This design comes from an exercise in tuning for small area, a short achievable clock period and few clock cycles per item on the open sky130 flow, not from production work.
The RTL was checked by simulation tests, not by an equivalence proof against the original design.

==> run a <==
## phong_direct_lighting
module phong_direct_lighting
(
   input  logic             clock,
   input  logic             reset,
   input  logic             req_valid,
   output logic             req_stall,
   input  logic [289:0]     req_data,
   output logic             rsp_valid,
   input  logic             rsp_stall,
   output logic [47:0]      rsp_data,
   input  logic             csr_valid,
   output logic             csr_ready,
   input  logic [2:0]       csr_index,
   input  logic [47:0]      csr_data
);
make LEC_CHECK=0 ABC_AREA=1 CAP_MARGIN=20 CORE_MARGIN=2 CORE_UTILIZATION=40 SETUP_SLACK_MARGIN=2.5 SLEW_MARGIN=20 finish   # period 12.0 ns
run.sh (not shown) runs the stock make flow with config.mk's settings and CLKGATE_MAP_FILE= SYNTH_SCRIPT=/design/flow/synth_recipe.tcl, a recipe that flattens the netlist after the stock synthesis.
==> run b (differences from run a) <==
--- a/flow/design.v
+++ b/flow/design.v
@@ -234,16 +234,17 @@
    logic [2:0]         rt_cnt_ff;
    logic [41:0]        rad_ff;
    logic [24:0]        srem_ff;
    logic [20:0]        len_ff;
    logic               rt_bk_ff;
    logic               dv_busy_ff;
    logic [2:0]         dv_cnt_ff;
    logic [20:0]        dlen_ff;
+   logic               dlen_zero_ff;   
    logic [20:0]        drem_ff [3];    
    logic [2:0]         dbit_ff;        
    logic               dv_bk_ff;
    logic signed [44:0] prod;
    logic [41:0]        acc_in, acc_add;
    logic signed [17:0] dot_q14;
    logic               acc_first;
    pdl_mul #(.NA(24), .NB(21)) u_mul (
@@ -315,18 +316,17 @@
       pdl_div_steps #(.K(KD)) u_div (
          .rem_i (drem_ff[i]),
          .bit_i (dbit_ff[i]),
          .len   (dlen_ff),
          .q_i   (q_ff[dv_bk_ff][i]),
          .rem_o (drem[i]),
          .q_o   (dq[i])
       );
-      assign qc[i] = (dlen_ff == 21'd0) ? 15'd0
-                   : ((dq[i] > pdl_pkg::ONE14) ? pdl_pkg::ONE14 : dq[i]);
+      assign qc[i] = dlen_zero_ff ? 15'd0 : dq[i];
    end
    function automatic logic [15:0] sat_add(input logic [15:0] acc,
                                            input logic [27:0] val);
       logic [28:0] t;
       t = {13'd0, acc} + {1'b0, val};
       sat_add = (t > 29'(pdl_pkg::SAT16)) ? pdl_pkg::SAT16 : t[15:0];
    endfunction
    logic [15:0] sum_add;
@@ -634,17 +634,18 @@
       end else if (rt_st_ff == RT_RUN) begin
          rad_ff    <= (rt_skip == 2'd2) ? (rad_ff << (6 * KS)) :
                       (rt_skip == 2'd1) ? (rad_ff << (4 * KS)) : (rad_ff << (2 * KS));
          srem_ff   <= srem_nx;
          len_ff    <= len_nx;
          rt_cnt_ff <= rt_cnt_ff + 3'(rt_skip) + 3'd1;
       end
       if (dv_go) begin
-         dlen_ff   <= dv_len;
+         dlen_ff      <= dv_len;
+         dlen_zero_ff <= (dv_len == 21'd0);
          dv_bk_ff  <= rt_bk_ff;
          dv_cnt_ff <= 3'd0;
          for (int i = 0; i < 3; i++) begin
             drem_ff[i] <= {1'b0, a_ff[rt_bk_ff][i][20:1]};
             dbit_ff[i] <= a_ff[rt_bk_ff][i][0];
          end
       end else if (dv_busy_ff) begin
          dv_cnt_ff <= dv_cnt_ff + 3'd1;
--- a/flow/config.mk
+++ b/flow/config.mk
@@ -4,10 +4,11 @@
 export VERILOG_FILES = /design/flow/design.v
 export SDC_FILE = /design/flow/constraint.sdc
 export NUM_CORES = 4
 export LEC_CHECK = 0
 export ABC_AREA = 1
 export CAP_MARGIN = 20
 export CORE_MARGIN = 2
 export CORE_UTILIZATION = 40
-export SETUP_SLACK_MARGIN = 2.5
+export PLACE_DENSITY = 0.75
+export SETUP_SLACK_MARGIN = 4.0
 export SLEW_MARGIN = 20
==> comparison table <==
Final routed wirelength across all metal layers: run b 387.7 mm; run a 401.3 mm
1st-iter DRT viols: run b 14,530; run a 11,446
Syn Inst Count: run b 11,031; run a 11,113
Core box area: run b 214,200 um2; run a 215,000 um2
Die width: run b 467.6 um; run a 469.7 um
Met3 global-route usage: run b 10.39%; run a 7.370%
Cts bufs inserted: run b 116; run a 132
Number of non-clock inverters in the layout: run b 1,356; run a 1,329
Layout overhead on the synthesized area: run b 25.34%; run a 15.32%
Most used cell, CP: run b sky130_fd_sc_hd__nand2_2; run a sky130_fd_sc_hd__fa_1
Vias per cell: run b 6.111; run a 5.963
Post-route met1 wirelength: run b 133.5 mm; run a 161.3 mm
Final-layout clock buffer total: run b 149; run a 172
Die Area: run b 218,600 um2; run a 220,600 um2
Worst endpoint required time: run b 12,530 ps; run a 12,640 ps
Outcome: run b finished clean; run a finished clean
Pin count of the biggest net entering global routing: run b 100; run a 105
Slew margin rel.: run b 15.22%; run a 12.44%
Testbench counts of run a, summed over its fixed seeds: cycles 80,759, lights 2,304.
Testbench counts of run b, summed over its fixed seeds: cycles 80,759, lights 2,304.

==> afterwards: timing with drivers on the ports <==
In the flow no input, the clock included, has a driving cell. The finished layouts below were timed again as built, in two steps. Step 1, drivers: a clkbuf_16 drives clock and a buf_2 each remaining input, both assumed. Step 2 also shifts input and output timing later by t, the mid clock arrival at the registers, as if the neighbouring blocks saw the same clock. Three values: ideal ports, drivers, drivers and shift; two values: the first two.
| run | t (ns) | setup WS [ns] | worst data-port slew with drivers (ns) | pins driven straight from the clock port |
|---|---|---|---|---|
| run a | 0.924 | 2.660 / 2.660 / 2.660 | 0.22 | 1 |
| run b | 0.893 | 3.048 / 3.048 / 3.048 | 0.16 | 1 |
After both steps every run listed still meets setup and hold.
